Source: an optimization exercise on an open RTL-to-GDS flow (aim: a short achievable clock period and few clock cycles per item). Production flows keep margins and buffers that such runs may drop. The RTL was checked by simulation tests, not by an equivalence proof against the original design. Power and IR drop assume default switching activity.

==> flow/run.sh <==
#!/bin/bash
# synth_recipe.tcl (not shown) runs the flow's synth.tcl, then flattens the netlist and writes it again
# the make line also repeats each setting of config.mk as NAME=value (left out here)
make -C /OpenROAD-flow-scripts/flow DESIGN_CONFIG=/design/flow/config.mk WORK_HOME=/design/flow/orfs CLKGATE_MAP_FILE= SYNTH_SCRIPT=/design/flow/synth_recipe.tcl finish
==> flow/config.mk <==
export PLATFORM = sky130hd
export DESIGN_NAME = clock_page_buffer_manager
export DESIGN_NICKNAME = clock_page_buffer_manager
export VERILOG_FILES = /design/flow/design.v
export SDC_FILE = /design/flow/constraint.sdc
export NUM_CORES = 4
export LEC_CHECK = 0
export ABC_CLOCK_PERIOD_IN_PS = 2500
export CAP_MARGIN = 20
export CORE_MARGIN = 2
export CORE_UTILIZATION = 25
export SETUP_SLACK_MARGIN = 2.8
export SLEW_MARGIN = 20
export TNS_END_PERCENT = 100
==> flow/constraint.sdc <==
create_clock -name core_clock -period 5.5 [get_ports {i_clk}]
set_input_delay 1.1000 -clock core_clock [delete_from_list [all_inputs] [get_ports {i_clk}]]
set_output_delay 1.1000 -clock core_clock [all_outputs]
set_load 0.01 [all_outputs]
==> flow/design.v <==
`timescale 1ns / 1ps
package cpbm_pkg;
    localparam logic [2:0] CMD_READ     = 3'd0;
    localparam logic [2:0] CMD_ALLOC    = 3'd1;
    localparam logic [2:0] CMD_UNPIN    = 3'd2;
    localparam logic [2:0] CMD_DISPOSE  = 3'd3;
    localparam logic [2:0] CMD_FLUSH    = 3'd4;
    localparam logic [2:0] STAT_OK          = 3'd0;
    localparam logic [2:0] STAT_ALL_PINNED  = 3'd1;
    localparam logic [2:0] STAT_NOT_RESIDENT = 3'd2;
    localparam logic [2:0] STAT_NOT_PINNED  = 3'd3;
    localparam logic [2:0] STAT_FLUSH_PINNED = 3'd4;
    localparam logic [1:0] OP_PIN     = 2'd0;
    localparam logic [1:0] OP_UNPIN   = 2'd1;
    localparam logic [1:0] OP_DISPOSE = 2'd2;
    localparam logic [1:0] OP_FLUSH   = 2'd3;
    localparam int TAG_W = 40;
    localparam int IN_W  = 44;
    localparam int OUT_W = 51;
    localparam int JOB_W = 43;
    typedef struct packed {
        logic [2:0]  cmd;
        logic [7:0]  file_id;
        logic [31:0] page_id;
        logic        mark_dirty;
    } t_in_item;
    typedef struct packed {
        logic [3:0]  frame;
        logic        hit;
        logic        evicted_valid;
        logic [7:0]  evicted_file;
        logic [31:0] evicted_page;
        logic        write_back;
        logic [2:0]  status;
        logic        last;
    } t_out_item;
    typedef struct packed {
        logic [1:0]  op;
        logic [7:0]  file_id;
        logic [31:0] page_id;
        logic        mark_dirty;
    } t_job;
endpackage
`timescale 1ns / 1ps
module cpbm_fifo #(
    parameter int W     = 8,
    parameter int DEPTH = 4
) (
    input  logic                       i_clk,
    input  logic                       i_rst_n,
    input  logic                       i_push,
    input  logic [W-1:0]               i_data,
    output logic [$clog2(DEPTH+1)-1:0] o_cnt_n,    
    input  logic                       i_pop,
    output logic [W-1:0]               o_data,
    output logic                       o_empty
);
    localparam int CW = $clog2(DEPTH + 1);
    logic [W-1:0]  r_mem [DEPTH];
    logic [CW-1:0] r_cnt, wpos;
    logic          r_ne, do_pop;
    assign o_cnt_n = r_cnt + CW'(i_push) - CW'(do_pop);
    assign o_empty = !r_ne;
    assign o_data  = r_mem[0];
    assign do_pop  = i_pop && r_ne;
    assign wpos    = do_pop ? r_cnt - 1'b1 : r_cnt;
    always_ff @(posedge i_clk) begin
        if (!i_rst_n) begin
            r_cnt <= '0;
            r_ne  <= 1'b0;
        end else begin
            r_cnt <= o_cnt_n;
            r_ne  <= i_push || (r_cnt > CW'(do_pop));
        end
    end
    always_ff @(posedge i_clk) begin
        for (int k = 0; k < DEPTH; k++) begin
            if (i_push && wpos == CW'(k)) begin
                r_mem[k] <= i_data;
            end else if (do_pop) begin
                r_mem[k] <= (k + 1 < DEPTH) ? r_mem[(k + 1) % DEPTH] : r_mem[k];
            end
        end
    end
endmodule
`timescale 1ns / 1ps
module cpbm_front (
    input  logic               i_clk,
    input  logic               i_rst_n,
    input  logic               i_push,
    input  cpbm_pkg::t_in_item i_item,
    output logic               o_full,
    input  logic               i_adv,       
    output cpbm_pkg::t_in_item o_cmd,
    output logic               o_cmd_v
);
    cpbm_pkg::t_in_item r_cmd, r_skid;
    logic               r_cmd_v, r_skid_v;
    logic               take_in, known, load;
    assign o_full  = r_skid_v;
    assign o_cmd   = r_cmd;
    assign o_cmd_v = r_cmd_v;
    assign known   = (i_item.cmd <= cpbm_pkg::CMD_FLUSH);
    assign take_in = i_push && !r_skid_v && known;
    assign load    = !r_cmd_v || i_adv;
    always_ff @(posedge i_clk) begin
        if (!i_rst_n) begin
            r_cmd_v  <= 1'b0;
            r_skid_v <= 1'b0;
        end else if (load) begin
            r_cmd_v  <= r_skid_v || take_in;
            r_skid_v <= 1'b0;
        end else if (take_in) begin
            r_skid_v <= 1'b1;
        end
    end
    always_ff @(posedge i_clk) begin
        if (load) begin
            r_cmd <= r_skid_v ? r_skid : i_item;
        end
        if (!r_skid_v) begin
            r_skid <= i_item;
        end
    end
endmodule
`timescale 1ns / 1ps
module cpbm_engine #(
    parameter int NUM_FRAMES = 16
) (
    input  logic                i_clk,
    input  logic                i_rst_n,
    input  cpbm_pkg::t_in_item  i_cmd,
    input  logic                i_cmd_v,
    output logic                o_cmd_adv,
    output logic                o_res_push,
    output cpbm_pkg::t_out_item o_res,
    input  logic [1:0]          i_res_cnt_n
);
    localparam int DEPTH = 3;     
    localparam int N  = NUM_FRAMES;
    localparam int FW = $clog2(NUM_FRAMES);
    localparam int TW = cpbm_pkg::TAG_W;
    function automatic logic [N-1:0] pre_or(input logic [N-1:0] v);
        logic [N-1:0] p;
        p[0] = 1'b0;
        for (int i = 1; i < N; i++) p[i] = p[i-1] | v[i-1];
        pre_or = p;
    endfunction
    function automatic logic [FW-1:0] enc(input logic [N-1:0] v);
        logic [FW-1:0] e;
        e = '0;
        for (int i = 0; i < N; i++) if (v[i]) e = e | FW'(i);
        enc = e;
    endfunction
    function automatic logic [TW-1:0] tmux(input logic [N-1:0] v,
                                          input logic [N-1:0][TW-1:0] t);
        logic [TW-1:0] r;
        r = '0;
        for (int i = 0; i < N; i++) r = r | (t[i] & {TW{v[i]}});
        tmux = r;
    endfunction
    logic [N-1:0]          r_valid, r_z, r_ref, r_dirty;    
    logic [N-1:0][7:0]     r_pins;
    logic [N-1:0][TW-1:0]  r_tag;
    logic [N-1:0]          r_ca;        
    logic [N-1:0]          r_tk;        
    logic [TW-1:0]         r_wtag;      
    logic [N-1:0]          r_after;
    logic                  r_v;
    logic                  r_pin, r_unpin, r_disp, r_flush, r_md;
    logic [TW-1:0]         r_ctag;
    logic [N-1:0]          r_m, r_fm;
    logic                  r_fl;
    logic [N-1:0]          r_fl_d;
    logic                  r_fl_p;
    logic [N-1:0]          r_fl_pv;
    logic [TW-1:0]         ctag1;
    logic [N-1:0]          m1, fm1, m1p, fm1p, m1n, fm1n;
    logic                  same1, samef1, same2, samef2;
    assign ctag1 = {i_cmd.file_id, i_cmd.page_id};
    always_comb begin
        for (int i = 0; i < N; i++) begin
            fm1[i] = r_valid[i] && (r_tag[i][TW-1 -: 8] == i_cmd.file_id);
            m1[i]  = fm1[i] && (r_tag[i][31:0] == i_cmd.page_id);
        end
    end
    assign samef1 = (r_ctag[TW-1 -: 8] == i_cmd.file_id);
    assign same1  = samef1 && (r_ctag[31:0] == i_cmd.page_id);
    assign samef2 = (r_wtag[TW-1 -: 8] == i_cmd.file_id);
    assign same2  = samef2 && (r_wtag[31:0] == i_cmd.page_id);
    assign m1p  = (m1 & ~r_tk) | (r_tk & {N{same2}});
    assign fm1p = (fm1 & ~r_tk) | (r_tk & {N{samef2}});
    logic [N-1:0] u_take, u_free;
    assign m1n  = (m1p & ~(u_take | u_free)) | (u_take & {N{same1}});
    assign fm1n = (fm1p & ~(u_take | u_free)) | (u_take & {N{samef1}});
    logic                  exec, emit, load2;
    logic [N-1:0]          m2, fm2, pinned;
    logic                  hit;
    logic                  r3_v, r_room;
    assign exec  = r_v && !r_fl && r_room;
    assign emit  = r_fl && r_room;
    assign load2 = !r_v || exec;
    assign o_cmd_adv = load2;
    assign m2     = r_m;
    assign fm2    = r_fm;
    assign pinned = ~r_z;
    assign hit    = |m2;
    logic [N-1:0] ca, cb, x1, x2, x3, x4, p1, p2, p3, p4, f1, f2, f3, f4;
    logic         s1, s2, s3, s4, any_b;
    logic [N-1:0] take_v, after_n, refclr;
    always_comb begin
        ca = r_ca;
        cb = r_z;                
        x1 = ca & r_after;
        x2 = ca;
        x3 = cb & r_after;
        x4 = cb;
        p1 = pre_or(x1);
        p2 = pre_or(x2);
        p3 = pre_or(x3);
        p4 = pre_or(x4);
        f1 = x1 & ~p1;
        f2 = x2 & ~p2;
        f3 = x3 & ~p3;
        f4 = x4 & ~p4;
        s1 = |x1;
        s2 = !s1 && (|x2);
        s3 = !(|x2) && (|x3);
        s4 = !(|x2) && !(|x3) && (|x4);
        any_b = |x4;
        take_v  = ({N{s1}} & f1) | ({N{s2}} & f2) | ({N{s3}} & f3) | ({N{s4}} & f4);
        after_n = ({N{s1}} & p1) | ({N{s2}} & p2) | ({N{s3}} & p3) | ({N{s4}} & p4);
        refclr  = s1 ? (r_after & ~p1 & r_z) :
                  s2 ? ((r_after | ~p2) & r_z) : r_z;
    end
    logic [N-1:0] fx, fxp, fq, fpp, fstop, freed, fl_d;
    logic         fq_any, fq_pin, fstop_any;
    always_comb begin
        fx        = fm2 & (pinned | r_dirty);
        fxp       = pre_or(fx);
        fq        = fx & ~fxp;
        fq_any    = |fx;
        fq_pin    = |(fq & pinned);
        fpp       = pre_or(fm2 & pinned);
        fstop     = fm2 & pinned & ~fpp;
        fstop_any = |(fm2 & pinned);
        freed     = fm2 & ~fpp & ~fstop;
        fl_d      = freed & r_dirty & ~fq;
    end
    logic [N-1:0] u_pin, u_unpin, u_clr;
    logic         miss_pin;
    assign miss_pin = exec && r_pin && !hit && any_b;
    always_comb begin
        u_pin   = {N{exec && r_pin}} & m2;
        u_unpin = {N{exec && r_unpin}} & m2 & ~r_z;
        u_free  = ({N{exec && r_disp}} & m2) | ({N{exec && r_flush}} & freed);
        u_take  = {N{miss_pin}} & take_v;
        u_clr   = {N{miss_pin}} & refclr;
    end
    logic [N-1:0] fl_first;
    assign fl_first = r_fl_d & ~pre_or(r_fl_d);
    logic [N-1:0] n3_fr;
    logic         n3_hit, n3_ev, n3_wb, n3_last, n3_mv;
    logic [2:0]   n3_st;
    logic [N-1:0] r3_fr;
    logic         r3_hit, r3_ev, r3_wb, r3_last, r3_mv;
    logic [N-1:0] r3_valid, r3_dirty;    
    logic         ev3, wb3;
    logic [2:0]   r3_st;
    always_comb begin
        n3_fr   = '0;
        n3_hit  = 1'b0;
        n3_ev   = 1'b0;
        n3_wb   = 1'b0;
        n3_st   = cpbm_pkg::STAT_OK;
        n3_last = 1'b1;
        n3_mv   = 1'b0;
        if (r_fl) begin
            if (|r_fl_d) begin
                n3_fr   = fl_first;
                n3_ev   = 1'b1;
                n3_wb   = 1'b1;
                n3_last = 1'b0;
            end else if (r_fl_p) begin
                n3_fr   = r_fl_pv;
                n3_st   = cpbm_pkg::STAT_FLUSH_PINNED;
            end
        end else if (r_flush) begin
            if (fq_any && fq_pin) begin
                n3_fr   = fq;
                n3_st   = cpbm_pkg::STAT_FLUSH_PINNED;
            end else if (fq_any) begin
                n3_fr   = fq;
                n3_ev   = 1'b1;
                n3_wb   = 1'b1;
                n3_last = 1'b0;
            end
        end else if (hit) begin
            n3_fr   = m2;
            n3_hit  = r_pin;
            if (r_unpin && |(m2 & r_z)) begin
                n3_st = cpbm_pkg::STAT_NOT_PINNED;
            end
        end else if (r_pin) begin
            if (!any_b) begin
                n3_st = cpbm_pkg::STAT_ALL_PINNED;
            end else begin
                n3_fr = take_v;
                n3_ev = 1'b1;
                n3_wb = 1'b1;
                n3_mv = 1'b1;
            end
        end else begin
            n3_st = cpbm_pkg::STAT_NOT_RESIDENT;
        end
    end
    assign o_res_push = r3_v;
    assign ev3 = r3_ev && (!r3_mv || |(r3_fr & r3_valid));
    assign wb3 = r3_wb && (!r3_mv || |(r3_fr & r3_dirty));
    always_comb begin
        o_res       = '0;
        o_res.frame = enc(r3_fr);
        o_res.hit   = r3_hit;
        o_res.evicted_valid = ev3;
        {o_res.evicted_file, o_res.evicted_page} = tmux(r3_fr & {N{ev3}}, r_tag);
        o_res.write_back = wb3;
        o_res.status     = r3_st;
        o_res.last       = r3_last;
    end
    always_ff @(posedge i_clk) begin
        if (!i_rst_n) begin
            r_valid <= '0;
            r_z     <= '1;
            r_ref   <= '0;
            r_dirty <= '0;
            r_after <= '0;
            for (int i = 0; i < N; i++) r_pins[i] <= 8'd0;
            r_v     <= 1'b0;
            r_fl    <= 1'b0;
            r3_v    <= 1'b0;
            r_room  <= 1'b1;
            r_tk    <= '0;
            r_ca    <= '1;
        end else begin
            for (int i = 0; i < N; i++) begin
                if (u_take[i]) begin
                    r_valid[i] <= 1'b1;
                    r_pins[i]  <= 8'd1;
                    r_z[i]     <= 1'b0;
                    r_ref[i]   <= 1'b1;
                    r_ca[i]    <= 1'b0;
                    r_dirty[i] <= 1'b0;
                end else if (u_free[i]) begin
                    r_valid[i] <= 1'b0;
                    r_pins[i]  <= 8'd0;
                    r_z[i]     <= 1'b1;
                    r_ref[i]   <= 1'b0;
                    r_ca[i]    <= 1'b1;
                    r_dirty[i] <= 1'b0;
                end else if (u_pin[i]) begin
                    r_ref[i]   <= 1'b1;
                    r_ca[i]    <= 1'b0;
                    r_z[i]     <= 1'b0;
                    if (r_pins[i] != 8'hFF) r_pins[i] <= r_pins[i] + 8'd1;
                end else if (u_unpin[i]) begin
                    r_pins[i]  <= r_pins[i] - 8'd1;
                    r_z[i]     <= (r_pins[i] == 8'd1);
                    r_ca[i]    <= (r_pins[i] == 8'd1) && !r_ref[i];
                    if (r_md) r_dirty[i] <= 1'b1;
                end else if (u_clr[i]) begin
                    r_ref[i]   <= 1'b0;
                    r_ca[i]    <= 1'b1;
                end
            end
            if (miss_pin) r_after <= after_n;
            r_tk   <= u_take;
            r_room <= ({1'b0, i_res_cnt_n} + {2'b00, exec || emit}) <= 3'(DEPTH - 1);
            if (load2) r_v <= i_cmd_v;
            r3_v <= exec || emit;
            if (exec && r_flush) begin
                r_fl <= fq_any && !fq_pin;
            end else if (emit && !(|r_fl_d)) begin
                r_fl <= 1'b0;
            end
        end
    end
    always_ff @(posedge i_clk) begin
        for (int i = 0; i < N; i++) begin
            if (r_tk[i]) r_tag[i] <= r_wtag;
        end
        r_wtag   <= r_ctag;
        r3_fr    <= n3_fr;
        r3_hit   <= n3_hit;
        r3_ev    <= n3_ev;
        r3_wb    <= n3_wb;
        r3_st    <= n3_st;
        r3_last  <= n3_last;
        r3_mv    <= n3_mv;
        r3_valid <= r_valid;
        r3_dirty <= r_dirty;
        if (load2) begin
            r_pin   <= (i_cmd.cmd == cpbm_pkg::CMD_READ) || (i_cmd.cmd == cpbm_pkg::CMD_ALLOC);
            r_unpin <= (i_cmd.cmd == cpbm_pkg::CMD_UNPIN);
            r_disp  <= (i_cmd.cmd == cpbm_pkg::CMD_DISPOSE);
            r_flush <= (i_cmd.cmd == cpbm_pkg::CMD_FLUSH);
            r_md    <= i_cmd.mark_dirty;
            r_ctag  <= ctag1;
            r_m     <= m1n;
            r_fm    <= fm1n;
        end
        if (exec && r_flush) begin
            r_fl_d    <= fl_d;
            r_fl_p    <= fstop_any;
            r_fl_pv   <= fstop;
        end else if (emit) begin
            r_fl_d    <= r_fl_d & ~fl_first;
        end
    end
endmodule
`timescale 1ns / 1ps
module clock_page_buffer_manager #(
    parameter int NUM_FRAMES = 16
) (
    input  logic                i_clk,
    input  logic                i_rst_n,
    input  logic                push,
    output logic                full,
    input  logic [43:0]         i_item,
    output logic                empty,
    input  logic                pop,
    output logic [50:0]         o_item
);
    cpbm_pkg::t_in_item  cmd;
    logic                cmd_v, cmd_adv;
    cpbm_pkg::t_out_item res;
    logic                res_push;
    logic [1:0]          res_cnt_n;
    cpbm_front u_front (
        .i_clk   (i_clk),
        .i_rst_n (i_rst_n),
        .i_push  (push),
        .i_item  (i_item),
        .o_full  (full),
        .i_adv   (cmd_adv),
        .o_cmd   (cmd),
        .o_cmd_v (cmd_v)
    );
    cpbm_engine #(
        .NUM_FRAMES (NUM_FRAMES)
    ) u_engine (
        .i_clk      (i_clk),
        .i_rst_n    (i_rst_n),
        .i_cmd      (cmd),
        .i_cmd_v    (cmd_v),
        .o_cmd_adv  (cmd_adv),
        .o_res_push (res_push),
        .o_res      (res),
        .i_res_cnt_n (res_cnt_n)
    );
    cpbm_fifo #(
        .W     (cpbm_pkg::OUT_W),
        .DEPTH (3)
    ) u_res_q (
        .i_clk   (i_clk),
        .i_rst_n (i_rst_n),
        .i_push  (res_push),
        .i_data  (res),
        .o_cnt_n (res_cnt_n),
        .i_pop   (pop),
        .o_data  (o_item),
        .o_empty (empty)
    );
endmodule
==> reports/qor.csv, run 1 <==
stage,metric,value,unit
min_path,hold path depth,0,
logic_synthesis,area share of the leading cell type in the synthesized netlist,45.6,%
grt,total congestion overflow,0,
floorplan,row count,183,
place,gpl congestion,1.08,
place,pre-CTS WS,1490,ps
worst_setup_path,largest delay contributor family on the critical path,simple AND/OR/NAND/NOR gates,
floorplan,die height,504,um
logic_synthesis,Syn Area/Cell,11.6,um2
clock_tree,CTS buffer count,143,
clock_tree,Hold Buf Count CTS,0,
logic_synthesis,Post-synth EDFFs,947,
timing,Final WS setup,2450,ps
worst_setup_path,CP cell instances,"buf_4, xor2_1, nor4_1, nand4_1, nor3_4, buf_6, buf_12, buf_16, mux2_4",
timing,Final min period,3050,ps
worst_setup_path,Worst R2R Start,u_front.r_cmd[21]$_DFFE_PP_,
detailed_routing,drt pass-1 iters,10,
clock_tree,Clock Latency Late Sink,840,ps
worst_setup_path,Worst path slowest cell,nand4_1,
place,port bufs,100,
pwr,maximum VDD drop,0.318,mV
grt,vias in the first global route,47711,
clock_tree,clk slew on worst S/H paths,60,ps
timing,period utilization,55.5,%
logic_synthesis,Synth area leader,edfxtp_1,
cells_and_area,layout cells sized above 1,21.0,%
timing,Pins Over Slew Limit,0,
grt,GRT Overall Usage,21.6,%
clock_tree,TritonCTS clock tree,yes,
worst_setup_path,Worst Setup Start Kind,register,
logic_synthesis,Ys Warns,4,
detailed_routing,WL/cell,31.1,um
clock_tree,H-Tree Depth,4,
flow_run,Max Cap Violations,0,
min_path,worst hold path class,reg2reg,
detailed_routing,DRT antenna net count,0,
cells_and_area,area grow syn2layout,24.8,%
pwr,pwr/cell area,294,nW/um2
min_path,hold path start,u_engine.r_valid[12]$_SDFFE_PN0N_,
logic_synthesis,ys flop type,edfxtp_1,
clock_tree,CTS sink count,1334,
clock_tree,root buffer cell,clkbuf_16,
clock_tree,CTS max path bufs,3,
floorplan,I/O Pins,101,
floorplan,core box area,248000,um2
timing,setup TNS,0,ps
worst_setup_path,r2r setup slk,2450,ps
grt,initial antenna violation count,23,
floorplan,chip width,504,um
timing,Clock Skews,57.7,ps
worst_setup_path,max incr delay on CP,730,ps
cells_and_area,Layout Nets,5836,
detailed_routing,vias per cell,5.57,
grt,pin count of the biggest net entering global routing,59,
min_path,Hold EP,u_engine.r3_valid[12]$_DFF_P_,
worst_setup_path,CP arrival,3730,ps
worst_setup_path,Worst Path Required,6170,ps
detailed_routing,drt total wl,285000,um
logic_synthesis,cell area after synthesis,62400,um2
logic_synthesis,Synth area leaders,"edfxtp_1, dfxtp_1, xnor2_1",
timing,Rel. slew slack,23.1,%
cells_and_area,post-layout util,31.3,%
worst_setup_path,worst reg-to-reg path cell count,9,
floorplan,DIE AREA,254000,um2
place,Post-DP HPWL,195000,um
timing,final setup fails,0,
timing,RSZ-0062 raised after global routing,true,
logic_synthesis,Netlist cell types,101,
detailed_routing,Starting DRT DRC Count,8976,
timing,pin slew with the least headroom to its limit,1150,ps
worst_setup_path,WS Path Type,reg2reg,
pwr,static leakage,27.0,nW
worst_setup_path,largest fanout on the critical path,8,
worst_setup_path,Critical Path End Type,register,
logic_synthesis,Syn Nets,5460,
worst_setup_path,CP Buf/Inv Count,4,
logic_synthesis,ys async rst share,0,%
worst_setup_path,Reg2Reg Capture Point,u_engine.r_m[12]$_DFFE_PP_,
grt,first-pass GRT wire length,385000,um
detailed_routing,via count,51184,
floorplan,Starting Density,25.1,%
timing,FMAX,327,MHz
detailed_routing,post-route DRC violation count,0,
logic_synthesis,"Seq/Total Area, Yosys",58.0,%
logic_synthesis,#FFs+latches synth,1334,
outcome,outcome,"complete, no violations",
timing,Final Hold Vio Count,0,
logic_synthesis,Post-Syn Instances,5357,
==> cells by family (layout without fill, tap and decap cells) <==
family	count (synthesis)	after routing	share of synthesized area (%)
buffers and inverters	419	908	2.59
xor gates and xnor gates	840	840	11.8
muxes	133	133	2.38
and+or+nand+nor	1564	1569	12.6
adders and majority gates	55	55	1.10
other	1	5	0.00601
AOI/OAI and AO/OA	1011	1011	11.5
DFF	1334	1334	58.0
==> worst reg2reg max path, cell delays in order (launching register included) <==
cell	delay, ps
edfxtp_1	570
buf_4	240
xor2_1	170
nor4_1	180
nand4_1	730
nor3_4	420
buf_6	160
buf_12	110
buf_16	170
mux2_4	160
==> where the power goes <==
group	internal (mW)	switching [mW]
Sequential	10.9	0.212
Combinational	0.666	1.23
Clock	5.40	4.43
Total	17.0	5.87
==> registers in the layout, indices dropped and copies added, names as in the netlist, 40 cells and up <==
register and cells:
u_engine.r_ctag 40, u_engine.r_pins 128, u_engine.r_wtag 40, u_front.r_cmd 44, u_front.r_skid 44, u_res_q.r_mem 153, u_engine.r_tag 640
==> repair_timing <==
item | 4_1_cts | 5_1_grt
setup endpoints to repair | 736 | 310
gates cloned | 8 | 4
endpoints found under the hold margin | 0 | 0
gates resized for setup | 481 | 225
buffers inserted | 182 | 77
pin swaps | 69 | 87
==> synth_stat cells (54+ instances only) <==
master and count:
xor2_1 241, ha_1 55, nand2_1 419, edfxtp_1 947, a222oi_1 59, dfxtp_1 387
a22oi_1 188, and2_1 54, a221oi_1 60, a21oi_1 209, nor4_1 110, xnor2_1 599
clkbuf_1 263, nor3_1 90, o21ai_0 137, a31oi_1 67, nor2_1 337, nand3_1 122
mux2_2 117, inv_1 100, a22o_1 59, nand4_1 197
==> per-layer routing <==
metal  global-route usage (%)  wire length (um)  part of all wire, %
met1                     26.6            103000                   36
met2                     31.5            119000                   42
met5                        0               126                0.044
met3                     8.68             42100                   15
met4                     13.3             21800                  7.6
==> how the worst max path moves through the flow <==
stage | from | endpoint | slack [ps] | cells after the start
3_3_place_gp | u_front.r_cmd[36]$_DFFE_PP_ | u_engine.r_m[4]$_DFFE_PP_ | 1400 | 6
6_report | u_front.r_cmd[21]$_DFFE_PP_ | u_engine.r_m[12]$_DFFE_PP_ | 2450 | 9
3_5_place_dp | pop | u_res_q.r_mem[1][17]$_DFFE_PP_ | 1490 | 6
4_1_cts | u_front.r_cmd[33]$_DFFE_PP_ | u_engine.r_m[8]$_DFFE_PP_ | 2670 | 8
5_1_grt | u_front.r_cmd[39]$_DFFE_PP_ | u_engine.r_m[7]$_DFFE_PP_ | 2540 | 8
2_1_floorplan | pop | u_engine.r_room$_SDFF_PN1_ | 2650 | 10
==> through the flow <==
stage                     std cells  total power [mW]  cell area, um2  hold WS, ps
final                          9185              22.9           77900          364
after global routing           9181              23.3           77800          372
after CTS                      9100              22.8           76100          365
after detailed placement       8647              12.8           68000          348
after global placement         8645              12.8           67900          340
after floorplan                5357              12.0           62600          331
==> cell type report <==
| class | instances | area, um2 |
|---|---|---|
| flip-flops and latches | 1334 | 36300 |
| multi-input cells | 3609 | 27300 |
| inverters | 104 | 400 |
| repair inverters | 1 | 5.00 |
| well taps | 3330 | 4170 |
| diodes | 4 | 10.0 |
| clock buffers | 192 | 3880 |
| fillers | 25022 | 171000 |
| clock inverters | 71 | 727 |
| repair buffers | 540 | 5020 |
==> cells in the final DEF, fill, tap and decap left out, types with 110 or more instances in the layout <==
cell and n:
edfxtp_1 947, xnor2_1 562, nand2_1 398, buf_4 349, nor2_1 318, dfxtp_1 303
xor2_1 236, nand4_1 197, a22oi_1 185, a21oi_1 183, clkbuf_16 146, o21ai_0 123
nand3_1 111, mux2_2 110
Testbench counts, summed over its fixed seeds: cycles 12,305, items 12,000.
==> run 2: changes to the inputs <==
--- a/flow/design.v
+++ b/flow/design.v
@@ -175,8 +175,8 @@
     logic                  r_fl_p;
     logic [N-1:0]          r_fl_pv;
     logic [TW-1:0]         ctag1;
-    logic [N-1:0]          m1, fm1, m1p, fm1p, m1n, fm1n;
-    logic                  same1, samef1, same2, samef2;
+    logic [N-1:0]          m1, fm1;
+    logic                  same_w, samef_w, same_x, samef_x;
     assign ctag1 = {i_cmd.file_id, i_cmd.page_id};
     always_comb begin
         for (int i = 0; i < N; i++) begin
@@ -184,54 +184,57 @@
             m1[i]  = fm1[i] && (r_tag[i][31:0] == i_cmd.page_id);
         end
     end
-    assign samef1 = (r_ctag[TW-1 -: 8] == i_cmd.file_id);
-    assign same1  = samef1 && (r_ctag[31:0] == i_cmd.page_id);
-    assign samef2 = (r_wtag[TW-1 -: 8] == i_cmd.file_id);
-    assign same2  = samef2 && (r_wtag[31:0] == i_cmd.page_id);
-    assign m1p  = (m1 & ~r_tk) | (r_tk & {N{same2}});
-    assign fm1p = (fm1 & ~r_tk) | (r_tk & {N{samef2}});
-    logic [N-1:0] u_take, u_free;
-    assign m1n  = (m1p & ~(u_take | u_free)) | (u_take & {N{same1}});
-    assign fm1n = (fm1p & ~(u_take | u_free)) | (u_take & {N{samef1}});
-    logic                  exec, emit, load2;
+    assign samef_w = (r_wtag[TW-1 -: 8] == i_cmd.file_id);
+    assign same_w  = samef_w && (r_wtag[31:0] == i_cmd.page_id);
+    assign samef_x = (r_ctag[TW-1 -: 8] == i_cmd.file_id);
+    assign same_x  = samef_x && (r_ctag[31:0] == i_cmd.page_id);
+    logic                  r1_v;
+    cpbm_pkg::t_in_item    r1_cmd;
+    logic [N-1:0]          r1_m, r1_fm, r1_tk;
+    logic                  r1_same_w, r1_samef_w, r1_same_x, r1_samef_x;
+    logic [N-1:0]          r_chg_p, r_take_p;     
+    logic [N-1:0]          m1c, fm1c, m1n, fm1n;
+    logic [TW-1:0]         ctag1b;
+    logic                  same_y, samef_y, load1;
+    logic [N-1:0]          u_take, u_free;       
+    assign ctag1b = {r1_cmd.file_id, r1_cmd.page_id};
+    assign m1c  = (((r1_m & ~r1_tk) | (r1_tk & {N{r1_same_w}})) & ~r_chg_p) |
+                  (r_take_p & {N{r1_same_x}});
+    assign fm1c = (((r1_fm & ~r1_tk) | (r1_tk & {N{r1_samef_w}})) & ~r_chg_p) |
+                  (r_take_p & {N{r1_samef_x}});
+    assign samef_y = (r_ctag[TW-1 -: 8] == r1_cmd.file_id);
+    assign same_y  = samef_y && (r_ctag[31:0] == r1_cmd.page_id);
+    assign m1n  = (m1c & ~(u_take | u_free)) | (u_take & {N{same_y}});
+    assign fm1n = (fm1c & ~(u_take | u_free)) | (u_take & {N{samef_y}});
+    logic                  exec, emit, load2, done, lap;
     logic [N-1:0]          m2, fm2, pinned;
     logic                  hit;
     logic                  r3_v, r_room;
     assign exec  = r_v && !r_fl && r_room;
     assign emit  = r_fl && r_room;
-    assign load2 = !r_v || exec;
-    assign o_cmd_adv = load2;
+    assign load2 = !r_v || done;
+    assign load1 = !r1_v || load2;
+    assign o_cmd_adv = load1;
     assign m2     = r_m;
     assign fm2    = r_fm;
     assign pinned = ~r_z;
     assign hit    = |m2;
-    logic [N-1:0] ca, cb, x1, x2, x3, x4, p1, p2, p3, p4, f1, f2, f3, f4;
-    logic         s1, s2, s3, s4, any_b;
+    logic [N-1:0] x1, x2, p1, p2, f1, f2;
+    logic         s1, any_a, any_b;
     logic [N-1:0] take_v, after_n, refclr;
     always_comb begin
-        ca = r_ca;
-        cb = r_z;                
-        x1 = ca & r_after;
-        x2 = ca;
-        x3 = cb & r_after;
-        x4 = cb;
+        x1 = r_ca & r_after;     
+        x2 = r_ca;               
         p1 = pre_or(x1);
         p2 = pre_or(x2);
-        p3 = pre_or(x3);
-        p4 = pre_or(x4);
         f1 = x1 & ~p1;
         f2 = x2 & ~p2;
-        f3 = x3 & ~p3;
-        f4 = x4 & ~p4;
         s1 = |x1;
-        s2 = !s1 && (|x2);
-        s3 = !(|x2) && (|x3);
-        s4 = !(|x2) && !(|x3) && (|x4);
-        any_b = |x4;
-        take_v  = ({N{s1}} & f1) | ({N{s2}} & f2) | ({N{s3}} & f3) | ({N{s4}} & f4);
-        after_n = ({N{s1}} & p1) | ({N{s2}} & p2) | ({N{s3}} & p3) | ({N{s4}} & p4);
-        refclr  = s1 ? (r_after & ~p1 & r_z) :
-                  s2 ? ((r_after | ~p2) & r_z) : r_z;
+        any_a = |x2;
+        any_b = |r_z;            
+        take_v  = s1 ? f1 : f2;
+        after_n = s1 ? p1 : p2;
+        refclr  = s1 ? (r_after & ~p1 & r_z) : ((r_after | ~p2) & r_z);
     end
     logic [N-1:0] fx, fxp, fq, fpp, fstop, freed, fl_d;
     logic         fq_any, fq_pin, fstop_any;
@@ -249,13 +252,15 @@
     end
     logic [N-1:0] u_pin, u_unpin, u_clr;
     logic         miss_pin;
-    assign miss_pin = exec && r_pin && !hit && any_b;
+    assign miss_pin = exec && r_pin && !hit && any_a;
+    assign lap      = exec && r_pin && !hit && !any_a && any_b;
+    assign done     = exec && !lap;
     always_comb begin
         u_pin   = {N{exec && r_pin}} & m2;
         u_unpin = {N{exec && r_unpin}} & m2 & ~r_z;
         u_free  = ({N{exec && r_disp}} & m2) | ({N{exec && r_flush}} & freed);
         u_take  = {N{miss_pin}} & take_v;
-        u_clr   = {N{miss_pin}} & refclr;
+        u_clr   = ({N{miss_pin}} & refclr) | ({N{lap}} & r_z);
     end
     logic [N-1:0] fl_first;
     assign fl_first = r_fl_d & ~pre_or(r_fl_d);
@@ -322,7 +327,7 @@
         o_res.frame = enc(r3_fr);
         o_res.hit   = r3_hit;
         o_res.evicted_valid = ev3;
-        {o_res.evicted_file, o_res.evicted_page} = tmux(r3_fr & {N{ev3}}, r_tag);
+        {o_res.evicted_file, o_res.evicted_page} = tmux(r3_fr, r_tag) & {TW{ev3}};
         o_res.write_back = wb3;
         o_res.status     = r3_st;
         o_res.last       = r3_last;
@@ -336,6 +341,9 @@
             r_after <= '0;
             for (int i = 0; i < N; i++) r_pins[i] <= 8'd0;
             r_v     <= 1'b0;
+            r1_v    <= 1'b0;
+            r_chg_p <= '0;
+            r_take_p <= '0;
             r_fl    <= 1'b0;
             r3_v    <= 1'b0;
             r_room  <= 1'b1;
@@ -374,9 +382,12 @@
             end
             if (miss_pin) r_after <= after_n;
             r_tk   <= u_take;
-            r_room <= ({1'b0, i_res_cnt_n} + {2'b00, exec || emit}) <= 3'(DEPTH - 1);
-            if (load2) r_v <= i_cmd_v;
-            r3_v <= exec || emit;
+            r_room <= ({1'b0, i_res_cnt_n} + {2'b00, done || emit}) <= 3'(DEPTH - 1);
+            if (load2) r_v <= r1_v;
+            if (load1) r1_v <= i_cmd_v;
+            r_chg_p  <= u_take | u_free;
+            r_take_p <= u_take;
+            r3_v <= done || emit;
             if (exec && r_flush) begin
                 r_fl <= fq_any && !fq_pin;
             end else if (emit && !(|r_fl_d)) begin
@@ -398,13 +409,27 @@
         r3_mv    <= n3_mv;
         r3_valid <= r_valid;
         r3_dirty <= r_dirty;
+        if (load1) begin
+            r1_cmd     <= i_cmd;
+            r1_m       <= m1;
+            r1_fm      <= fm1;
+            r1_tk      <= r_tk;
+            r1_same_w  <= same_w;
+            r1_samef_w <= samef_w;
+            r1_same_x  <= same_x;
+            r1_samef_x <= samef_x;
+        end else begin
+            r1_m       <= m1c;
+            r1_fm      <= fm1c;
+            r1_tk      <= '0;
+        end
         if (load2) begin
-            r_pin   <= (i_cmd.cmd == cpbm_pkg::CMD_READ) || (i_cmd.cmd == cpbm_pkg::CMD_ALLOC);
-            r_unpin <= (i_cmd.cmd == cpbm_pkg::CMD_UNPIN);
-            r_disp  <= (i_cmd.cmd == cpbm_pkg::CMD_DISPOSE);
-            r_flush <= (i_cmd.cmd == cpbm_pkg::CMD_FLUSH);
-            r_md    <= i_cmd.mark_dirty;
-            r_ctag  <= ctag1;
+            r_pin   <= (r1_cmd.cmd == cpbm_pkg::CMD_READ) || (r1_cmd.cmd == cpbm_pkg::CMD_ALLOC);
+            r_unpin <= (r1_cmd.cmd == cpbm_pkg::CMD_UNPIN);
+            r_disp  <= (r1_cmd.cmd == cpbm_pkg::CMD_DISPOSE);
+            r_flush <= (r1_cmd.cmd == cpbm_pkg::CMD_FLUSH);
+            r_md    <= r1_cmd.mark_dirty;
+            r_ctag  <= ctag1b;
             r_m     <= m1n;
             r_fm    <= fm1n;
         end
--- a/flow/config.mk
+++ b/flow/config.mk
@@ -9,6 +9,6 @@
 export CAP_MARGIN = 20
 export CORE_MARGIN = 2
 export CORE_UTILIZATION = 25
-export SETUP_SLACK_MARGIN = 2.8
+export SETUP_SLACK_MARGIN = 3.1
 export SLEW_MARGIN = 20
 export TNS_END_PERCENT = 100
==> run 2 against run 1 <==
First-iteration DRC count decreased by 2.5%. Clock-buffer cell count is 26 higher. Worst hold slack better by 25 ps. Sequential power grew 8%. Combinational power is 21% lower. Worst setup slack improved by 220 ps. Via count grew 2.1%. Highest routed layer unchanged.
==> reports/qor.csv, run 2 <==
stage,metric,value,unit,change
outcome,outcome,"complete, no violations",,
worst_setup_path,Worst Path Required,6040,ps,-130 ps
pwr,static leakage,30.0,nW,+11%
grt,total congestion overflow,0,,unchanged
cells_and_area,fillers,25780,,+3.0%
clock_tree,TritonCTS clock tree,yes,,
cells_and_area,Layout Nets,6162,,+5.6%
logic_synthesis,cell area after synthesis,65600,um2,+5.1%
place,gpl congestion,1.01,,-7.2%
worst_setup_path,max incr delay on CP,590,ps,-140 ps
place,port bufs,100,,unchanged
clock_tree,Clock Latency Late Sink,860,ps,+20 ps
logic_synthesis,Syn Nets,5645,,+3.4%
timing,period utilization,51.5,%,-4.1 points
worst_setup_path,CP cell instances,"or4_4, or4_4, or3_4, or2_4, o211ai_1, o31ai_2",,
timing,Final Hold Vio Count,0,,unchanged
grt,vias in the first global route,49145,,+3.0%
detailed_routing,via count,52241,,+2.1%
floorplan,I/O Pins,101,,unchanged
timing,FMAX,353,MHz,+7.9%
place,Post-DP HPWL,184000,um,-5.7%
logic_synthesis,Netlist cell types,95,,-5.9%
grt,GRT Overall Usage,20.6,%,-1.0 points
detailed_routing,WL/cell,29.5,um,-5.1%
logic_synthesis,#FFs+latches synth,1447,,+8.5%
cells_and_area,Largest Register,u_engine.r_tag,,
timing,Rel. slew slack,23.6,%,+0.54 points
grt,initial antenna violation count,12,,-48%
worst_setup_path,Worst path slowest cell,or4_4,,
worst_setup_path,largest fanout on the critical path,4,,-4
cells_and_area,"commonest non-fill, non-tap cells in the layout","edfxtp_1, xnor2_1, xor2_1",,
worst_setup_path,Worst Setup Start Kind,register,,
worst_setup_path,WS Path Type,reg2reg,,
floorplan,DIE AREA,266000,um2,+5.1%
floorplan,die height,516,um,+2.5%
timing,Pins Over Slew Limit,0,,unchanged
cells_and_area,"commonest non-fill, non-tap cell in the layout",edfxtp_1,,
detailed_routing,Starting DRT DRC Count,8753,,-2.5%
cells_and_area,post-route cell area,86200,um2,+11%
logic_synthesis,"Seq/Total Area, Yosys",59.4,%,+1.4 points
logic_synthesis,Post-Syn Instances,5543,,+3.5%
timing,pin slew with the least headroom to its limit,1150,ps,-8.10 ps
floorplan,core box area,262000,um2,+5.3%
logic_synthesis,most frequent cell after synthesis,edfxtp_1,,
cells_and_area,Regs by FF count,"u_engine.r_tag: 640 flops, u_res_q.r_mem: 153 flops, u_engine.r_pins: 128 flops",,
floorplan,chip width,516,um,+2.5%
min_path,worst hold path class,reg2reg,,
worst_setup_path,Critical Path End Type,register,,
logic_synthesis,Synth area leaders,"edfxtp_1, dfxtp_1, xnor2_1",,
grt,first-pass GRT wire length,390000,um,+1.2%
logic_synthesis,synth cell count leaders,"edfxtp_1, xnor2_1, dfxtp_1",,
logic_synthesis,ys flop type,edfxtp_1,,
clock_tree,CTS max path bufs,3,,unchanged
place,pre-CTS WS,1290,ps,-198 ps
worst_setup_path,most frequent CP cell,or4_4,,
logic_synthesis,Synth area leader,edfxtp_1,,
worst_setup_path,CP arrival,3370,ps,-360 ps
timing,Final min period,2830,ps,-224 ps
cells_and_area,area grow syn2layout,31.4,%,
detailed_routing,drt total wl,286000,um,+0.37%
cells_and_area,Multi-input gate area,29300,um2,+7.5%
cells_and_area,max reg flops,640,,unchanged
timing,Final WS setup,2670,ps,+224 ps
pwr,pwr/cell area,283,nW/um2,-3.6%
detailed_routing,vias per cell,5.38,,-3.5%
clock_tree,CTS buffer count,159,,+11%
grt,pin count of the biggest net entering global routing,48,,-19%
clock_tree,CTS sink count,1447,,+8.5%
timing,final setup fails,0,,unchanged
floorplan,row count,188,,+2.7%
detailed_routing,post-route DRC violation count,0,,unchanged
clock_tree,root buffer cell,clkbuf_16,,
pwr,maximum VDD drop,0.382,mV,+20%
timing,setup TNS,0,ps,unchanged
logic_synthesis,Ys Warns,4,,unchanged
detailed_routing,DRT antenna net count,0,,unchanged
logic_synthesis,area share of the leading cell type in the synthesized netlist,45.6,%,about the same
timing,WHS,389,ps,+24.9 ps
cells_and_area,layout cells sized above 1,26.6,%,+5.6 points
logic_synthesis,ys async rst share,0,%,unchanged
timing,Clock Skews,68.9,ps,+11.2 ps
place,Placement Cell Area,71500,um2,+5.3%
worst_setup_path,largest delay contributor family on the critical path,simple AND/OR/NAND/NOR gates,,
clock_tree,clk slew on worst S/H paths,70,ps,about the same
clock_tree,H-Tree Depth,4,,unchanged
timing,RSZ-0062 raised after global routing,true,,
logic_synthesis,Post-synth EDFFs,995,,+5.1%
worst_setup_path,CP Buf/Inv Count,0,,-4
flow_run,Max Cap Violations,0,,unchanged
logic_synthesis,Syn Area/Cell,11.8,um2,+1.6%
floorplan,Starting Density,25.1,%,-0.039 points
cells_and_area,register area,39100,um2,+7.6%
detailed_routing,drt pass-1 iters,8,,-2
## run 2: changes by cell type after synthesis, moves of 65 or more
cell / delta
a22oi_1: -79
a22o_1: +71
xnor2_1: -126
a221oi_1: +72
xor2_1: +173
dfxtp_1: +65
## run 2: layer usage
metal / track usage, % / routed length, um / up-vias
met5: 0 / 90 / -
met4: 9.99 / 17200 / 12
met3: 6.71 / 38200 / 712
met2: 29.9 / 119000 / 3711
met1: 27.5 / 112000 / 26085
li1: - / - / 21721
## run 2: final timing paths
path | slack, ps | end | depth (start not counted) | start
worst max-delay path | 2670 | u_engine.r_fl_d[14]$_DFFE_PP_ | 6 | u_engine.r_fl_d[1]$_DFFE_PP_
worst min-delay path | 390 | u_engine.r_md$_DFFE_PP_ | 0 | u_engine.r1_cmd[0]$_DFFE_PN_
worst max register to register | 2670 | u_engine.r_fl_d[14]$_DFFE_PP_ | 6 | u_engine.r_fl_d[1]$_DFFE_PP_
worst min register to register | 390 | u_engine.r_md$_DFFE_PP_ | 0 | u_engine.r1_cmd[0]$_DFFE_PN_
## run 2: kinds of logic after synthesis
| group | Yosys count | synth area share (%) |
|---|---|---|
| AOI/OAI and AO/OA | 1017 | 11.0 |
| xor gates and xnor gates | 887 | 11.8 |
| other | 1 | 0.00572 |
| and+or+nand+nor | 1551 | 11.9 |
| DFF | 1447 | 59.4 |
| buffers and inverters | 450 | 2.66 |
| adders and majority gates | 54 | 1.03 |
| muxes | 136 | 2.25 |
## run 2: through the flow
step                total power [mW]  cells  util [%]
floorplan                       12.7   5543         -
global placement                13.3   8950      27.4
detailed placement              13.3   8951      27.4
CTS                             24.4   9604      31.9
global route                    24.9   9710      32.9
finish                          24.4   9714      32.9
## run 2: what timing repair did
action                     4_1_cts  5_1_grt
setup buffers                  299       98
setup endpoints to repair      889      698
resized for setup              902      393
pin swaps                      172      154
cloned                          60        5
hold buffers                     0        0
## run 2: final cells by class
class,count,share of cell area (%)
multi-input combinational,3671,34.0
clock inverter,76,0.937
clock buffer,218,5.20
timing repair inverter,1,0.00726
timing repair buffer,681,8.85
inverter,99,0.470
sequential,1447,45.4
tap,3515,5.10
antenna,6,0.0174
## run 2: where the power goes
part / switching (mW) / leakage (nW) / internal (mW)
registers: 0.219 / 13.0 / 11.7
logic: 0.955 / 14.4 / 0.545
clock network: 4.81 / 2.59 / 6.12
Testbench counts of run 2, summed over its fixed seeds: cycles 12,318, items 12,000.
==> run 3: changes to the inputs <==
--- a/flow/design.v
+++ b/flow/design.v
@@ -44,7 +44,7 @@
 `timescale 1ns / 1ps
 module cpbm_fifo #(
     parameter int W     = 8,
-    parameter int DEPTH = 4
+    parameter int DEPTH = 3
 ) (
     input  logic                       i_clk,
     input  logic                       i_rst_n,
@@ -55,31 +55,42 @@
     output logic [W-1:0]               o_data,
     output logic                       o_empty
 );
+    localparam int RN = DEPTH - 1;                  
+    localparam int RW = (RN > 1) ? $clog2(RN) : 1;
     localparam int CW = $clog2(DEPTH + 1);
-    logic [W-1:0]  r_mem [DEPTH];
-    logic [CW-1:0] r_cnt, wpos;
-    logic          r_ne, do_pop;
-    assign o_cnt_n = r_cnt + CW'(i_push) - CW'(do_pop);
-    assign o_empty = !r_ne;
-    assign o_data  = r_mem[0];
-    assign do_pop  = i_pop && r_ne;
-    assign wpos    = do_pop ? r_cnt - 1'b1 : r_cnt;
+    logic [W-1:0]  r_head;
+    logic          r_hv;
+    logic [W-1:0]  r_ring [RN];
+    logic [RW-1:0] r_wp, r_rp;
+    logic [CW-1:0] r_rcnt;                           
+    logic          hload, from_ring, direct;
+    logic [CW-1:0] rcnt_n;
+    assign o_data    = r_head;
+    assign o_empty   = !r_hv;
+    assign hload     = !r_hv || i_pop;
+    assign from_ring = hload && (r_rcnt != '0);
+    assign direct    = hload && (r_rcnt == '0) && i_push;
+    assign rcnt_n    = r_rcnt + CW'(i_push && !direct) - CW'(from_ring);
+    assign o_cnt_n   = rcnt_n + CW'((r_hv && !i_pop) || from_ring || direct);
     always_ff @(posedge i_clk) begin
         if (!i_rst_n) begin
-            r_cnt <= '0;
-            r_ne  <= 1'b0;
+            r_hv   <= 1'b0;
+            r_wp   <= '0;
+            r_rp   <= '0;
+            r_rcnt <= '0;
         end else begin
-            r_cnt <= o_cnt_n;
-            r_ne  <= i_push || (r_cnt > CW'(do_pop));
+            if (hload) r_hv <= from_ring || i_push;
+            if (i_push && !direct) r_wp <= (r_wp == RW'(RN - 1)) ? '0 : r_wp + 1'b1;
+            if (from_ring) r_rp <= (r_rp == RW'(RN - 1)) ? '0 : r_rp + 1'b1;
+            r_rcnt <= rcnt_n;
         end
     end
     always_ff @(posedge i_clk) begin
-        for (int k = 0; k < DEPTH; k++) begin
-            if (i_push && wpos == CW'(k)) begin
-                r_mem[k] <= i_data;
-            end else if (do_pop) begin
-                r_mem[k] <= (k + 1 < DEPTH) ? r_mem[(k + 1) % DEPTH] : r_mem[k];
-            end
+        if (hload) begin
+            r_head <= (r_rcnt != '0) ? r_ring[r_rp] : i_data;
+        end
+        if (i_push) begin
+            r_ring[r_wp] <= i_data;
         end
     end
 endmodule
@@ -206,7 +217,8 @@
     assign same_y  = samef_y && (r_ctag[31:0] == r1_cmd.page_id);
     assign m1n  = (m1c & ~(u_take | u_free)) | (u_take & {N{same_y}});
     assign fm1n = (fm1c & ~(u_take | u_free)) | (u_take & {N{samef_y}});
-    logic                  exec, emit, load2, done, lap;
+    logic                  exec, emit, load2, done, lap, pre;
+    logic                  r_fewca, r_lapd;
     logic [N-1:0]          m2, fm2, pinned;
     logic                  hit;
     logic                  r3_v, r_room;
@@ -247,16 +259,17 @@
         fpp       = pre_or(fm2 & pinned);
         fstop     = fm2 & pinned & ~fpp;
         fstop_any = |(fm2 & pinned);
-        freed     = fm2 & ~fpp & ~fstop;
+        freed     = fm2 & ~pinned & ~fpp;
         fl_d      = freed & r_dirty & ~fq;
     end
     logic [N-1:0] u_pin, u_unpin, u_clr;
     logic         miss_pin;
-    assign miss_pin = exec && r_pin && !hit && any_a;
-    assign lap      = exec && r_pin && !hit && !any_a && any_b;
-    assign done     = exec && !lap;
+    assign pre      = exec && r_pin && r_fewca && !r_lapd;
+    assign done     = exec && !pre;
+    assign miss_pin = done && r_pin && !hit && any_b;
+    assign lap      = pre && !hit && !any_a && any_b;
     always_comb begin
-        u_pin   = {N{exec && r_pin}} & m2;
+        u_pin   = {N{done && r_pin}} & m2;
         u_unpin = {N{exec && r_unpin}} & m2 & ~r_z;
         u_free  = ({N{exec && r_disp}} & m2) | ({N{exec && r_flush}} & freed);
         u_take  = {N{miss_pin}} & take_v;
@@ -349,6 +362,8 @@
             r_room  <= 1'b1;
             r_tk    <= '0;
             r_ca    <= '1;
+            r_fewca <= 1'b1;
+            r_lapd  <= 1'b0;
         end else begin
             for (int i = 0; i < N; i++) begin
                 if (u_take[i]) begin
@@ -381,6 +396,12 @@
                 end
             end
             if (miss_pin) r_after <= after_n;
+            r_fewca <= !(|(r_ca & pre_or(r_ca)));
+            if (pre) begin
+                r_lapd <= 1'b1;
+            end else if (done) begin
+                r_lapd <= 1'b0;
+            end
             r_tk   <= u_take;
             r_room <= ({1'b0, i_res_cnt_n} + {2'b00, done || emit}) <= 3'(DEPTH - 1);
             if (load2) r_v <= r1_v;
==> run 3 against run 2 <==
Non-clock buffer count fell by 51. Routed wire length fell by 2.3%. Via count rose by 2.5%. Largest power group unchanged.
==> reports/qor.csv, run 3 <==
stage,metric,value,unit,change
outcome,outcome,"complete, no violations",,
floorplan,DIE AREA,267000,um2,+0.36%
cells_and_area,max reg flops,640,,unchanged
logic_synthesis,ys async rst share,0,%,unchanged
detailed_routing,WL/cell,28.9,um,-2.1%
pwr,Pwr Total,26.9,mW,+10%
cells_and_area,area grow syn2layout,29.4,%,
place,pre-CTS WS,1840,ps,+547 ps
clock_tree,H-Tree Depth,4,,unchanged
worst_setup_path,Worst Setup Start Kind,register,,
detailed_routing,Starting DRT DRC Count,9136,,+4.4%
floorplan,I/O Pins,101,,unchanged
detailed_routing,drt total wl,280000,um,-2.3%
timing,Clock Skews,68.4,ps,-0.455 ps
timing,period utilization,51.5,%,+0.073 points
worst_setup_path,largest fanout on the critical path,7,,+3
logic_synthesis,"Seq/Total Area, Yosys",59.3,%,-0.062 points
logic_synthesis,Netlist cell types,95,,unchanged
pwr,static leakage,29.0,nW,-3.5%
logic_synthesis,cell area after synthesis,65800,um2,+0.36%
logic_synthesis,Syn Nets,5657,,+0.21%
grt,pin count of the biggest net entering global routing,71,,+48%
cells_and_area,fillers,25725,,-0.21%
cells_and_area,Regs by FF count,"u_engine.r_tag: 640 flops, u_engine.r_pins: 128 flops, u_res_q.r_ring: 102 flops",,
clock_tree,CTS max path bufs,3,,unchanged
detailed_routing,post-route DRC violation count,0,,unchanged
cells_and_area,register area,39200,um2,+0.29%
timing,RSZ-0062 raised after global routing,true,,
worst_setup_path,WS Path Type,reg2reg,,
logic_synthesis,Synth area leader,edfxtp_1,,
clock_tree,TritonCTS clock tree,yes,,
timing,Final WS setup,2670,ps,-4.04 ps
floorplan,chip width,517,um,+0.18%
detailed_routing,vias per cell,5.52,,+2.6%
cells_and_area,"commonest non-fill, non-tap cell in the layout",edfxtp_1,,
place,port bufs,100,,unchanged
floorplan,row count,188,,unchanged
timing,setup TNS,0,ps,unchanged
logic_synthesis,Synth area leaders,"edfxtp_1, dfxtp_1, xor2_1",,
worst_setup_path,Worst Path Required,6250,ps,+210 ps
pwr,maximum VDD drop,0.360,mV,-5.8%
floorplan,die height,517,um,+0.18%
timing,pin slew with the least headroom to its limit,1190,ps,+43.8 ps
logic_synthesis,Post-synth EDFFs,995,,unchanged
floorplan,Starting Density,25.1,%,+0.046 points
grt,total congestion overflow,0,,unchanged
floorplan,core box area,262000,um2,+0.18%
worst_setup_path,r2r setup slk,2670,ps,about the same
timing,WHS,385,ps,-4.10 ps
logic_synthesis,Post-Syn Instances,5555,,+0.22%
grt,first-pass GRT wire length,376000,um,-3.5%
clock_tree,CTS sink count,1452,,+0.35%
min_path,worst hold path class,reg2reg,,
timing,FMAX,353,MHz,-0.14%
place,Post-DP HPWL,179000,um,-2.4%
grt,vias in the first global route,49218,,+0.15%
place,gpl congestion,1.05,,+4.7%
timing,Pins Over Slew Limit,0,,unchanged
flow_run,Max Cap Violations,0,,unchanged
timing,Final Hold Vio Count,0,,unchanged
cells_and_area,"commonest non-fill, non-tap cells in the layout","edfxtp_1, xor2_1, xnor2_1",,
logic_synthesis,Ys Warns,3,,-1
cells_and_area,Largest Register,u_engine.r_tag,,
cells_and_area,layout cells sized above 1,26.1,%,-0.48 points
detailed_routing,drt pass-1 iters,12,,+4
logic_synthesis,ys flop type,edfxtp_1,,
logic_synthesis,area share of the leading cell type in the synthesized netlist,45.4,%,-0.16 points
detailed_routing,via count,53524,,+2.5%
worst_setup_path,CP arrival,3580,ps,+210 ps
logic_synthesis,synth cell count leaders,"edfxtp_1, dfxtp_1, xor2_1",,
timing,Final min period,2830,ps,+4.04 ps
detailed_routing,DRT antenna net count,0,,unchanged
cells_and_area,Multi-input gate area,29700,um2,+1.4%
timing,Rel. slew slack,20.6,%,-3.0 points
clock_tree,root buffer cell,clkbuf_16,,
pwr,pwr/cell area,315,nW/um2,+11%
logic_synthesis,Syn Area/Cell,11.8,um2,+0.15%
worst_setup_path,Critical Path End Type,register,,
timing,final setup fails,0,,unchanged
clock_tree,clk slew on worst S/H paths,60,ps,about the same
grt,initial antenna violation count,17,,+5
cells_and_area,Layout Nets,6139,,-0.37%
logic_synthesis,most frequent cell after synthesis,edfxtp_1,,
logic_synthesis,#FFs+latches synth,1452,,+0.35%
clock_tree,CTS buffer count,160,,+0.63%
grt,GRT Overall Usage,19.6,%,-1.0 points
clock_tree,Clock Latency Late Sink,850,ps,about the same
==> run 3: changes by cell type in the layout (fill, tap and decap cells not counted), sizes merged, moves of 38 or more <==
cell / delta
nand2: -91
o21ai: +78
buf: -58
mux2: -46
nand3: +46
xnor2: -44
xor2: +42
mux2i: +38
==> run 3: routing by layer <==
| layer | GRT usage, % | part of all wire (%) | up-vias |
|---|---|---|---|
| met5 | 0 | 0.055 | - |
| li1 | - | - | 21836 |
| met2 | 27.8 | 40 | 4402 |
| met4 | 11.9 | 7.6 | 16 |
| met3 | 6.80 | 15 | 1091 |
| met1 | 25.4 | 37 | 26179 |
==> run 3: cells by family after synthesis <==
| logic type | Yosys count | share of synthesized area, % |
|---|---|---|
| other cells | 1 | 0.00570 |
| fa+ha+maj | 55 | 1.04 |
| flops | 1452 | 59.3 |
| mux | 128 | 2.03 |
| xor+xnor | 885 | 11.8 |
| compound gates | 1086 | 11.3 |
| buf+inv | 409 | 2.40 |
| simple gates | 1539 | 12.1 |
==> run 3: path summary, 6_finish.rpt <==
path	startpoint	to	depth (start not counted)
worst max-delay path	u_engine.r_m[10]$_DFFE_PP_	u_engine.r_ca[7]$_SDFFE_PN1P_	10
worst max register to register	u_engine.r_m[10]$_DFFE_PP_	u_engine.r_ca[7]$_SDFFE_PN1P_	10
worst min register to register	u_engine.r_valid[14]$_SDFFE_PN0N_	u_engine.r3_valid[14]$_DFF_P_	0
worst min-delay path	u_engine.r_valid[14]$_SDFFE_PN0N_	u_engine.r3_valid[14]$_DFF_P_	0
==> run 3: timing repair <==
| action | CTS | global route |
|---|---|---|
| pin swaps | 108 | 274 |
| hold endpoints to repair | 0 | 0 |
| setup endpoints to repair | 761 | 480 |
| gates cloned | 16 | 13 |
| gates resized for setup | 756 | 646 |
| hold buffers | 0 | 0 |
| setup buffers | 235 | 154 |
==> run 3: layout make-up <==
| type | instances | area share [%] |
|---|---|---|
| Antenna cell | 13 | 0.0382 |
| Sequential cell | 1452 | 46.0 |
| Clock inverter | 90 | 1.05 |
| Tap cell | 3515 | 5.16 |
| Timing Repair Buffer | 630 | 7.26 |
| Clock buffer | 208 | 5.12 |
| Inverter | 86 | 0.411 |
| Multi-Input combinational cell | 3707 | 34.9 |
==> run 3: where the power goes <==
group / switching (mW) / internal (mW)
logic: 2.12 / 1.33
registers: 0.443 / 12.1
clock network: 4.87 / 5.97
total: 7.43 / 19.4
==> run 3: worst max-delay path, stage by stage, from the launching register on <==
cell      delay [ps]
edfxtp_1         610
nor4_4           460
nand4_4          280
nor4_4           340
buf_6            170
buf_4            110
buf_6             80
a22oi_2          150
o22ai_1          240
nor3b_1           90
o221ai_1         210
==> run 3: per-stage QoR <==
stage	cells	cell area (um2)	util, %
floorplan	5555	66000	-
global placement	8970	71100	27.1
detailed placement	8972	71100	27.1
CTS	9521	80900	30.9
global route	9689	85100	32.5
finish	9701	85200	32.5
Testbench counts of run 3, summed over its fixed seeds: cycles 12,377, items 12,000.
==> run 4: changes to the inputs <==
--- a/flow/design.v
+++ b/flow/design.v
@@ -55,43 +55,40 @@
     output logic [W-1:0]               o_data,
     output logic                       o_empty
 );
-    localparam int RN = DEPTH - 1;                  
-    localparam int RW = (RN > 1) ? $clog2(RN) : 1;
+    localparam int AW = (DEPTH > 1) ? $clog2(DEPTH) : 1;
     localparam int CW = $clog2(DEPTH + 1);
-    logic [W-1:0]  r_head;
-    logic          r_hv;
-    logic [W-1:0]  r_ring [RN];
-    logic [RW-1:0] r_wp, r_rp;
-    logic [CW-1:0] r_rcnt;                           
-    logic          hload, from_ring, direct;
-    logic [CW-1:0] rcnt_n;
-    assign o_data    = r_head;
-    assign o_empty   = !r_hv;
-    assign hload     = !r_hv || i_pop;
-    assign from_ring = hload && (r_rcnt != '0);
-    assign direct    = hload && (r_rcnt == '0) && i_push;
-    assign rcnt_n    = r_rcnt + CW'(i_push && !direct) - CW'(from_ring);
-    assign o_cnt_n   = rcnt_n + CW'((r_hv && !i_pop) || from_ring || direct);
+    logic [W-1:0]  r_ring [DEPTH];
+    logic [W-1:0]  r_out;
+    logic [AW-1:0] r_wp, r_rp, rp1;
+    logic [CW-1:0] r_cnt;
+    logic          r_ne, do_pop;
+    assign o_data  = r_out;
+    assign o_empty = !r_ne;
+    assign do_pop  = i_pop && r_ne;
+    assign rp1     = (r_rp == AW'(DEPTH - 1)) ? '0 : r_rp + 1'b1;
+    assign o_cnt_n = r_cnt + CW'(i_push) - CW'(do_pop);
     always_ff @(posedge i_clk) begin
         if (!i_rst_n) begin
-            r_hv   <= 1'b0;
-            r_wp   <= '0;
-            r_rp   <= '0;
-            r_rcnt <= '0;
+            r_wp  <= '0;
+            r_rp  <= '0;
+            r_cnt <= '0;
+            r_ne  <= 1'b0;
         end else begin
-            if (hload) r_hv <= from_ring || i_push;
-            if (i_push && !direct) r_wp <= (r_wp == RW'(RN - 1)) ? '0 : r_wp + 1'b1;
-            if (from_ring) r_rp <= (r_rp == RW'(RN - 1)) ? '0 : r_rp + 1'b1;
-            r_rcnt <= rcnt_n;
+            if (i_push) r_wp <= (r_wp == AW'(DEPTH - 1)) ? '0 : r_wp + 1'b1;
+            if (do_pop) r_rp <= rp1;
+            r_cnt <= o_cnt_n;
+            r_ne  <= (o_cnt_n != '0);
         end
     end
     always_ff @(posedge i_clk) begin
-        if (hload) begin
-            r_head <= (r_rcnt != '0) ? r_ring[r_rp] : i_data;
-        end
         if (i_push) begin
             r_ring[r_wp] <= i_data;
         end
+        if (do_pop ? (r_cnt > CW'(1)) : (r_cnt != '0)) begin
+            r_out <= r_ring[do_pop ? rp1 : r_rp];
+        end else begin
+            r_out <= i_data;
+        end
     end
 endmodule
 `timescale 1ns / 1ps
@@ -221,10 +218,12 @@
     logic                  r_fewca, r_lapd;
     logic [N-1:0]          m2, fm2, pinned;
     logic                  hit;
-    logic                  r3_v, r_room;
-    assign exec  = r_v && !r_fl && r_room;
+    logic                  r3_v, r_room, r_va, room_n, v_n;
+    assign exec  = r_va && !r_fl;
     assign emit  = r_fl && r_room;
     assign load2 = !r_v || done;
+    assign room_n = ({1'b0, i_res_cnt_n} + {2'b00, done || emit}) <= 3'(DEPTH - 1);
+    assign v_n    = load2 ? r1_v : r_v;
     assign load1 = !r1_v || load2;
     assign o_cmd_adv = load1;
     assign m2     = r_m;
@@ -360,6 +359,7 @@
             r_fl    <= 1'b0;
             r3_v    <= 1'b0;
             r_room  <= 1'b1;
+            r_va    <= 1'b0;
             r_tk    <= '0;
             r_ca    <= '1;
             r_fewca <= 1'b1;
@@ -403,8 +403,9 @@
                 r_lapd <= 1'b0;
             end
             r_tk   <= u_take;
-            r_room <= ({1'b0, i_res_cnt_n} + {2'b00, done || emit}) <= 3'(DEPTH - 1);
-            if (load2) r_v <= r1_v;
+            r_room <= room_n;
+            r_va   <= v_n && room_n;
+            r_v    <= v_n;
             if (load1) r1_v <= i_cmd_v;
             r_chg_p  <= u_take | u_free;
             r_take_p <= u_take;
==> run 4 against run 3 <==
Non-clock buffer count decreased by 75. Synthesized cell count increased by 3.2%. Clock-buffer cell count increased by 15. Highest routed layer unchanged. Still clean on timing, DRC and antenna.
==> reports/qor.csv, run 4 <==
stage,metric,value,unit,change
outcome,outcome,"complete, no violations",,
logic_synthesis,#FFs+latches synth,1505,,+3.7%
min_path,worst hold path class,reg2reg,,
worst_setup_path,worst reg-to-reg path cell count,6,,-4
floorplan,Starting Density,25.2,%,+0.040 points
cells_and_area,fillers,26774,,+4.1%
floorplan,row count,190,,+1.1%
cells_and_area,Layout Nets,6227,,+1.4%
logic_synthesis,cell area after synthesis,67500,um2,+2.5%
cells_and_area,Regs by FF count,"u_engine.r_tag: 640 flops, u_res_q.r_ring: 153 flops, u_engine.r_pins: 128 flops",,
worst_setup_path,max incr delay on CP,650,ps,+40 ps
worst_setup_path,Worst path slowest cell,nand4_1,,
worst_setup_path,Critical Path End Type,register,,
worst_setup_path,largest delay contributor family on the critical path,simple AND/OR/NAND/NOR gates,,
place,Post-DP HPWL,190000,um,+5.9%
grt,GRT Overall Usage,19.9,%,+0.28 points
cells_and_area,"commonest non-fill, non-tap cell in the layout",edfxtp_1,,
detailed_routing,post-route DRC violation count,0,,unchanged
detailed_routing,vias per cell,5.39,,-2.3%
detailed_routing,via count,52946,,-1.1%
logic_synthesis,ys async rst share,0,%,unchanged
logic_synthesis,most frequent cell after synthesis,edfxtp_1,,
logic_synthesis,ys flop type,edfxtp_1,,
pwr,internal power,20.1,mW,+3.6%
timing,Clock Skews,57.8,ps,-10.7 ps
worst_setup_path,Worst Path Required,6270,ps,+20 ps
timing,setup TNS,0,ps,unchanged
clock_tree,CTS max path bufs,3,,unchanged
clock_tree,clk slew on worst S/H paths,70,ps,about the same
timing,Rel. slew slack,19.2,%,-1.4 points
floorplan,I/O Pins,101,,unchanged
place,gpl congestion,1.02,,-3.1%
grt,total congestion overflow,0,,unchanged
timing,Pins Over Slew Limit,0,,unchanged
cells_and_area,Largest Register,u_engine.r_tag,,
logic_synthesis,Netlist cell types,99,,+4.2%
cells_and_area,area grow syn2layout,26.1,%,
timing,Final min period,2600,ps,-231 ps
clock_tree,root buffer cell,clkbuf_16,,
floorplan,core box area,268000,um2,+2.3%
clock_tree,H-Tree Depth,4,,unchanged
clock_tree,CTS sink count,1505,,+3.7%
pwr,Seq pwr share,47.3,%,+0.5 points
place,dpl cells,9188,,+2.4%
worst_setup_path,largest fanout on the critical path,4,,-3
logic_synthesis,Ys Warns,3,,unchanged
timing,period utilization,47.3,%,-4.2 points
worst_setup_path,Reg2Reg Capture Point,u_engine.r1_m[1]$_DFF_P_,,
logic_synthesis,Post-Syn Instances,5731,,+3.2%
==> run 4: through the flow <==
| stage | hold slack (ps) | utilization [%] | area [um2] |
|---|---|---|---|
| 6_report | 393 | 31.7 | 85100 |
| 3_3_place_gp | 381 | 27.2 | 72800 |
| 4_1_cts | 387 | 30.9 | 82800 |
| 2_1_floorplan | 350 | - | 67500 |
| 5_1_grt | 395 | 31.7 | 85000 |
| 3_5_place_dp | 382 | 27.2 | 72800 |
==> run 4: cells by family (layout without fill, tap and decap cells) <==
group	count (synthesis)	count (layout)	share of synthesized area (%)
simple gates	1594	1597	12.1
xor+xnor	883	883	11.5
mux	143	143	2.21
other cells	1	6	0.00556
buf+inv	430	959	2.52
compound gates	1119	1122	11.3
fa+ha+maj	56	56	1.03
flops	1505	1505	59.4
==> run 4: worst max path at each step <==
stage                                      from                             end  slack, ps  cells past startpoint
floorplan              u_engine.r3_v$_SDFF_PN0_  u_res_q.r_ring[0][0]$_DFFE_PP_       2580                      2
global placement                            pop      u_engine.r_room$_SDFF_PN1_       1850                     13
detailed placement                          pop       u_res_q.r_out[12]$_DFF_P_       1890                      9
CTS                 u_front.r_cmd[11]$_DFFE_PP_        u_engine.r1_m[1]$_DFF_P_       2920                      6
global route        u_front.r_cmd[27]$_DFFE_PP_        u_engine.r1_m[1]$_DFF_P_       2880                      6
finish              u_front.r_cmd[11]$_DFFE_PP_        u_engine.r1_m[1]$_DFF_P_       2900                      6
==> run 4: layer usage <==
| layer | track usage (%) | routed length [um] |
|---|---|---|
| met1 | 26.5 | 111000 |
| met2 | 28.8 | 117000 |
| met3 | 5.72 | 36600 |
| met4 | 11.0 | 18900 |
| met5 | 0 | 68 |
==> run 4: worst register-to-register path, cell delays in order, from the launching register on <==
cell	delay, ps
edfxtp_1	510
buf_12	190
xor2_1	160
nor4_2	350
nand4_1	650
or3_1	580
o21ai_1	120
==> run 4: power groups by stage <==
stage               clock [mW]  sequential [mW]  combinational (mW)
floorplan                    0             12.9                1.28
global placement             0             13.2                2.34
detailed placement           0             13.2                2.34
CTS                       11.6             12.9                2.75
global route              12.1             12.9                3.01
finish                    11.5             12.9                2.87
==> run 4: final cells by class <==
cell class	count	area, um2	area share [%]
flip-flops and latches	1505	40400	47.5
multi-input cells	3802	28900	34.0
repair buffers	555	5360	6.30
clock buffers	223	4680	5.50
well taps	3552	4440	5.22
clock inverters	86	886	1.04
inverters	95	374	0.440
diodes	5	12.5	0.0147
==> run 4: what timing repair did <==
item                                    CTS  global route
resized for setup                       845           278
buffers inserted                        197           112
pin swaps                               104           144
endpoints found under the setup margin  735           435
cloned                                    5             7
hold buffers                              0             0
Testbench counts of run 4, summed over its fixed seeds: cycles 12,377, items 12,000.

re-timing with driven ports:
The flow's constraints put no driver on any port. The routed layouts listed below were extracted and timed again, unchanged, in two steps.
Step 1 assumes that a clkbuf_16 drives the clock port and a buf_2 every other input.
Step 2 times the ports against the registers' clock, not the clock port: input delays grow and output delays shrink by t, the midpoint of the rising clock arrivals with the driver on.
Slacks: no drivers / after step 1 / after step 2; pairs: no drivers / after step 1.
run | t, ns | setup slack, ns
run 1 | 0.906 | 2.445 / 2.445 / 2.071
run 2 | 0.905 | 2.669 / 2.669 / 1.974
run 3 | 0.901 | 2.665 / 2.665 / 2.225
run 4 | 0.909 | 2.896 / 2.896 / 2.489
After both steps setup and hold are still met in every run listed.
